This design comes from an exercise in tuning for small area on the open sky130 flow, not from production work.
Where RTL was checked, it was by simulation tests only, not by an equivalence proof against the original.
The clock input has no modelled driver; a real chip could not lean on it and would need a root buffer or a full tree.
No activity file was given, so power comes from the tool's default toggle rates.

## run A
## network_tx
module network_tx (
  input  logic        tx_clock,
  input  logic        rst,
  input  logic        udp_tx_request,
  input  logic [15:0] udp_tx_length,
  input  logic [7:0]  udp_tx_data,
  output logic        udp_tx_enable,
  output logic        udp_tx_active,
  input  logic        run,
  input  logic [47:0] local_mac,
  input  logic [31:0] local_ip,
  input  logic [47:0] dest_mac,
  input  logic [31:0] dest_ip,
  input  logic [15:0] dest_port,
  output logic [7:0]  phy_txd,
  output logic        phy_tx_en
);
For scale: about 630 cells after synthesis, ~220 I/O pins.
clock: 10.0 ns
lec_check: 0
cap_margin: 5
core_margin: 2
core_utilization: 40
gpl_timing_driven: 0
slew_margin: 5
standard.sh (not shown) runs the stock make flow with config.mk's settings and CLKGATE_MAP_FILE= SYNTH_SCRIPT=/design/flow/synth_recipe.tcl, a recipe that flattens the netlist after the stock synthesis.
==> flow/flow/run.sh <==
#!/bin/bash
# The standard layout (standard.sh) with these changes:
#  - synthesis maps the logic with an area-oriented abc script (deepsyn,
#    then area-recovering mapping) and leaves
#    adders to abc instead of half/full-adder cells (registers are mapped
#    before either step, so they are the standard synthesis's registers)
#  - each port gets the smallest buffer, sky130_fd_sc_hd__buf_1
#  - the clock tree is two levels of clkbuf_8 (flow/my_cts.tcl): the
#    flip-flops are split into 3 x 3 balanced groups by position, one leaf
#    buffer per group, one root buffer on the clock port
set -euo pipefail
rm -rf scripts
cp -r "$FLOW_HOME/scripts" scripts
cp flow/abc_area.script scripts/abc_speed.script
export SCRIPTS_DIR="$PWD/scripts"
export ADDER_MAP_FILE=
export BUFFER_PORTS_ARGS="-buffer_cell sky130_fd_sc_hd__buf_1"
sed -i "s/^set_dont_use \$::env(DONT_USE_CELLS)$/set_dont_use \$::env(DONT_USE_CELLS)\nset_dont_use {sky130_fd_sc_hd__buf_6 sky130_fd_sc_hd__buf_8 sky130_fd_sc_hd__buf_12 sky130_fd_sc_hd__buf_16}/" scripts/resize.tcl
grep -q "sky130_fd_sc_hd__buf_6 sky130_fd_sc_hd__buf_8" scripts/resize.tcl
export MY_CTS_TCL="$PWD/flow/my_cts.tcl"
sed -i 's|^log_cmd clock_tree_synthesis {\*}\$cts_args$|source $::env(MY_CTS_TCL)\nmy_cts 3 3 sky130_fd_sc_hd__clkbuf_8 sky130_fd_sc_hd__clkbuf_8\nset_propagated_clock [all_clocks]|' scripts/cts.tcl
grep -q "my_cts 3 3" scripts/cts.tcl
bash standard.sh > standard.log 2>&1
Other scripts of this flow, unchanged in this note and not shown: flow/flow/abc_area.script, flow/flow/my_cts.tcl
Run A finished all stages; the layout is clean.
What run B does differently from run A at the input level:
- swapping 5 for 20 in SLEW_MARGIN
- swapping 5 for 20 in CAP_MARGIN
--- a/flow/flow/run.sh
+++ b/flow/flow/run.sh
@@ -7,5 +7,2 @@
 #  - each port gets the smallest buffer, sky130_fd_sc_hd__buf_1
-#  - the clock tree is two levels of clkbuf_8 (flow/my_cts.tcl): the
-#    flip-flops are split into 3 x 3 balanced groups by position, one leaf
-#    buffer per group, one root buffer on the clock port
 set -euo pipefail
@@ -17,4 +14,2 @@
 export BUFFER_PORTS_ARGS="-buffer_cell sky130_fd_sc_hd__buf_1"
-sed -i "s/^set_dont_use \$::env(DONT_USE_CELLS)$/set_dont_use \$::env(DONT_USE_CELLS)\nset_dont_use {sky130_fd_sc_hd__buf_6 sky130_fd_sc_hd__buf_8 sky130_fd_sc_hd__buf_12 sky130_fd_sc_hd__buf_16}/" scripts/resize.tcl
-grep -q "sky130_fd_sc_hd__buf_6 sky130_fd_sc_hd__buf_8" scripts/resize.tcl
 export MY_CTS_TCL="$PWD/flow/my_cts.tcl"
==> comparison <==
Run B: flow completed, timing, DRC and antenna clean. Per the comparison of run B with run A, leakage power climbed 0.69%, final wirelength now sits higher. [compare] base=run A new=run B: cell area power density went down 0.74%, final cell area excluding filler cells went up 63 um2.
The inputs of run C differ from those of run B as listed below.
--- a/flow/flow/run.sh
+++ b/flow/flow/run.sh
@@ -14,2 +14,3 @@
 export BUFFER_PORTS_ARGS="-buffer_cell sky130_fd_sc_hd__buf_1"
+export DONT_USE_CELLS="sky130_fd_sc_hd__buf_6 sky130_fd_sc_hd__buf_8 sky130_fd_sc_hd__buf_12 sky130_fd_sc_hd__buf_16"
 export MY_CTS_TCL="$PWD/flow/my_cts.tcl"
### Flow results
- Run C reached the final stage; the timing, design-rule and antenna checks on its layout passed.
- Achievable frequency: run B vs run C identical
- Comparing run C against run B, there is no change at all in detailed-route wire length on metal 1.
- Going from run B to run C, synthesized cell count shows no meaningful change; post-DP HPWL shows no meaningful change.
- As far as die boundary width goes, run C and run B are indistinguishable; the numbers are identical.
- As far as layout-stage area growth over the synthesis result goes, run B and run C are indistinguishable; the numbers are identical.
- Re instance area after placement: no difference whatsoever between run C and run B.
- Diff run B..run C | die area | unchanged
- Summary of run C over run B: initial antenna violation count did not really move; aggregate routed wire length held.
[inputs] run D vs run C
- changing CAP_MARGIN from 20 to 5
- changing SLEW_MARGIN from 20 to 5
--- a/flow/flow/run.sh
+++ b/flow/flow/run.sh
@@ -7,2 +7,5 @@
 #  - each port gets the smallest buffer, sky130_fd_sc_hd__buf_1
+#  - the clock tree is two levels of clkbuf_8 (flow/my_cts.tcl): the
+#    flip-flops are split into 3 x 4 balanced groups by position, one leaf
+#    buffer per group, one root buffer on the clock port
 set -euo pipefail
@@ -14,6 +17,7 @@
 export BUFFER_PORTS_ARGS="-buffer_cell sky130_fd_sc_hd__buf_1"
-export DONT_USE_CELLS="sky130_fd_sc_hd__buf_6 sky130_fd_sc_hd__buf_8 sky130_fd_sc_hd__buf_12 sky130_fd_sc_hd__buf_16"
+sed -i "s/^set_dont_use \$::env(DONT_USE_CELLS)$/set_dont_use \$::env(DONT_USE_CELLS)\nset_dont_use {sky130_fd_sc_hd__buf_6 sky130_fd_sc_hd__buf_8 sky130_fd_sc_hd__buf_12 sky130_fd_sc_hd__buf_16}/" scripts/resize.tcl
+grep -q "sky130_fd_sc_hd__buf_6 sky130_fd_sc_hd__buf_8" scripts/resize.tcl
 export MY_CTS_TCL="$PWD/flow/my_cts.tcl"
-sed -i 's|^log_cmd clock_tree_synthesis {\*}\$cts_args$|source $::env(MY_CTS_TCL)\nmy_cts 3 3 sky130_fd_sc_hd__clkbuf_8 sky130_fd_sc_hd__clkbuf_8\nset_propagated_clock [all_clocks]|' scripts/cts.tcl
-grep -q "my_cts 3 3" scripts/cts.tcl
+sed -i 's|^log_cmd clock_tree_synthesis {\*}\$cts_args$|source $::env(MY_CTS_TCL)\nmy_cts 3 4 sky130_fd_sc_hd__clkbuf_8 sky130_fd_sc_hd__clkbuf_8\nset_propagated_clock [all_clocks]|' scripts/cts.tcl
+grep -q "my_cts 3 4" scripts/cts.tcl
 bash standard.sh > standard.log 2>&1
--- outcome ---
Looking at run D and run C, the clock skew is a wash.
The utilization was comparable across run D and run C.
Relative to run C, the detail-routed net length per standard cell measured on run D has decreased slightly.
Part of the total power dissipated in the clock network: run D vs run C up 1.3 points
Worst setup slack: run D < run C
In summary, run D completed successfully, with a layout that passed the timing, design-rule and antenna checks.
| via count | run D vs run C | about 0.9% lower |
Going from run C to run D, endpoint required time on the critical path flat, relative area change from synthesis to final layout went down.
Relative to run D, the following input files were edited for run E:
--- a/flow/flow/run.sh
+++ b/flow/flow/run.sh
@@ -8,3 +8,3 @@
 #  - the clock tree is two levels of clkbuf_8 (flow/my_cts.tcl): the
-#    flip-flops are split into 3 x 4 balanced groups by position, one leaf
+#    flip-flops are split into 3 x 3 balanced groups by position, one leaf
 #    buffer per group, one root buffer on the clock port
@@ -20,4 +20,4 @@
 export MY_CTS_TCL="$PWD/flow/my_cts.tcl"
-sed -i 's|^log_cmd clock_tree_synthesis {\*}\$cts_args$|source $::env(MY_CTS_TCL)\nmy_cts 3 4 sky130_fd_sc_hd__clkbuf_8 sky130_fd_sc_hd__clkbuf_8\nset_propagated_clock [all_clocks]|' scripts/cts.tcl
-grep -q "my_cts 3 4" scripts/cts.tcl
+sed -i 's|^log_cmd clock_tree_synthesis {\*}\$cts_args$|source $::env(MY_CTS_TCL)\nmy_cts 3 3 sky130_fd_sc_hd__clkbuf_8 sky130_fd_sc_hd__clkbuf_8\nset_propagated_clock [all_clocks]|' scripts/cts.tcl
+grep -q "my_cts 3 3" scripts/cts.tcl
 bash standard.sh > standard.log 2>&1
Results
The worst hold slack of run E falls short of that of run D by 0.0049 ns. Cell area: run E lower than run D. As far as switching power total is concerned, run E and run D perform about the same.
No run of this note takes its clock network from TritonCTS; it comes from the design's own scripts or RTL.

Setup of job 4769:
Another version of the RTL of network_tx (not shown whole).
Size in the first run: roughly 720 cells after synthesis, ~180 flip-flops, ~220 I/O pins.
clock: 10.0 ns
lec_check: 0
cap_margin: 20
core_margin: 2
core_utilization: 40
slew_margin: 20
==> flow/flow/run.sh <==
#!/bin/bash
# standard layout with two changes: an area-oriented abc mapping script in
# synthesis (registers are mapped before abc, so they are unchanged), and the
# smallest buffer on each port
set -euo pipefail
rm -rf scripts
cp -r "$FLOW_HOME/scripts" scripts
cp flow/abc_area.script scripts/abc_speed.script
export SCRIPTS_DIR="$PWD/scripts"
export BUFFER_PORTS_ARGS="-buffer_cell sky130_fd_sc_hd__buf_1"
bash standard.sh > standard.log 2>&1
==> flow/flow/abc_area.script <==
&get -n
&st
&dch
&nf -R 1000
&put
Job 4769 finished all stages; the layout is clean.
Setup changes, job 4769 to job 5916
--- a/flow/flow/run.sh
+++ b/flow/flow/run.sh
@@ -2,3 +2,4 @@
-# standard layout with two changes: an area-oriented abc mapping script in
-# synthesis (registers are mapped before abc, so they are unchanged), and the
-# smallest buffer on each port
+# standard layout with these changes: an area-oriented abc mapping script in
+# synthesis (registers are mapped before abc, so they are unchanged), the
+# smallest buffer on each port, and a clock tree of small buffers in larger
+# clusters without dummy loads
@@ -10,0 +12 @@
+export CTS_ARGS="-sink_clustering_enable -repair_clock_nets -dont_use_dummy_load -buf_list sky130_fd_sc_hd__clkbuf_8"
--- outcome ---
- Proportion of power drawn by combinational gates ended up 4.2 points higher on job 5916 than on job 4769.
- Portion of the clock cycle consumed by the worst path in the final layout delta (job 5916 -> job 4769): insignificant
- Delta (job 5916 minus job 4769): total power went down about 14%; placed cell count held; setup slack after layout held.
- Re leakage component of the power: job 4769 and job 5916 aren't equal, and the lower value belongs to job 5916.
- Going from job 4769 to job 5916, routed wire length went down; final worst hold slack now sits lower.
No run of this note included a check of the RTL's function; only the layout flow was run.

[what the ideal ports hide]
How much do the figures lean on ideal ports? The routed layouts below were timed once more, with nothing changed but the port constraints.
Step 1, drivers: a clkbuf_16 drives tx_clock and a buf_2 each remaining input, both assumed.
Step 2 also shifts input and output timing later by t, the mid clock arrival at the registers, as if the neighbouring blocks saw the same clock.
a / b / c = ideal ports / drivers / drivers and shift; a / b = the first two.
run	t (ns)	setup slack, ns	worst setup path after step 2	slew at the worst register clock pin (ns)	worst slew at a driven data input, ns
run A	0.467	2.563 / 2.563 / 2.563	register to register	0.12 / 0.12	0.06
run B	0.471	2.994 / 2.994 / 2.740	input to register	0.12 / 0.12	0.06
run C	0.471	2.994 / 2.994 / 2.740	input to register	0.12 / 0.12	0.06
run D	0.491	2.621 / 2.621 / 2.621	register to register	0.10 / 0.10	0.06
run E	0.467	2.563 / 2.563 / 2.563	register to register	0.12 / 0.12	0.06
job 4769	0.480	4.694 / 4.694 / 4.611	input to register	0.07 / 0.07	0.07
job 5916	0.495	4.693 / 4.693 / 4.598	input to register	0.10 / 0.10	0.07
After both steps every run listed still meets setup and hold.
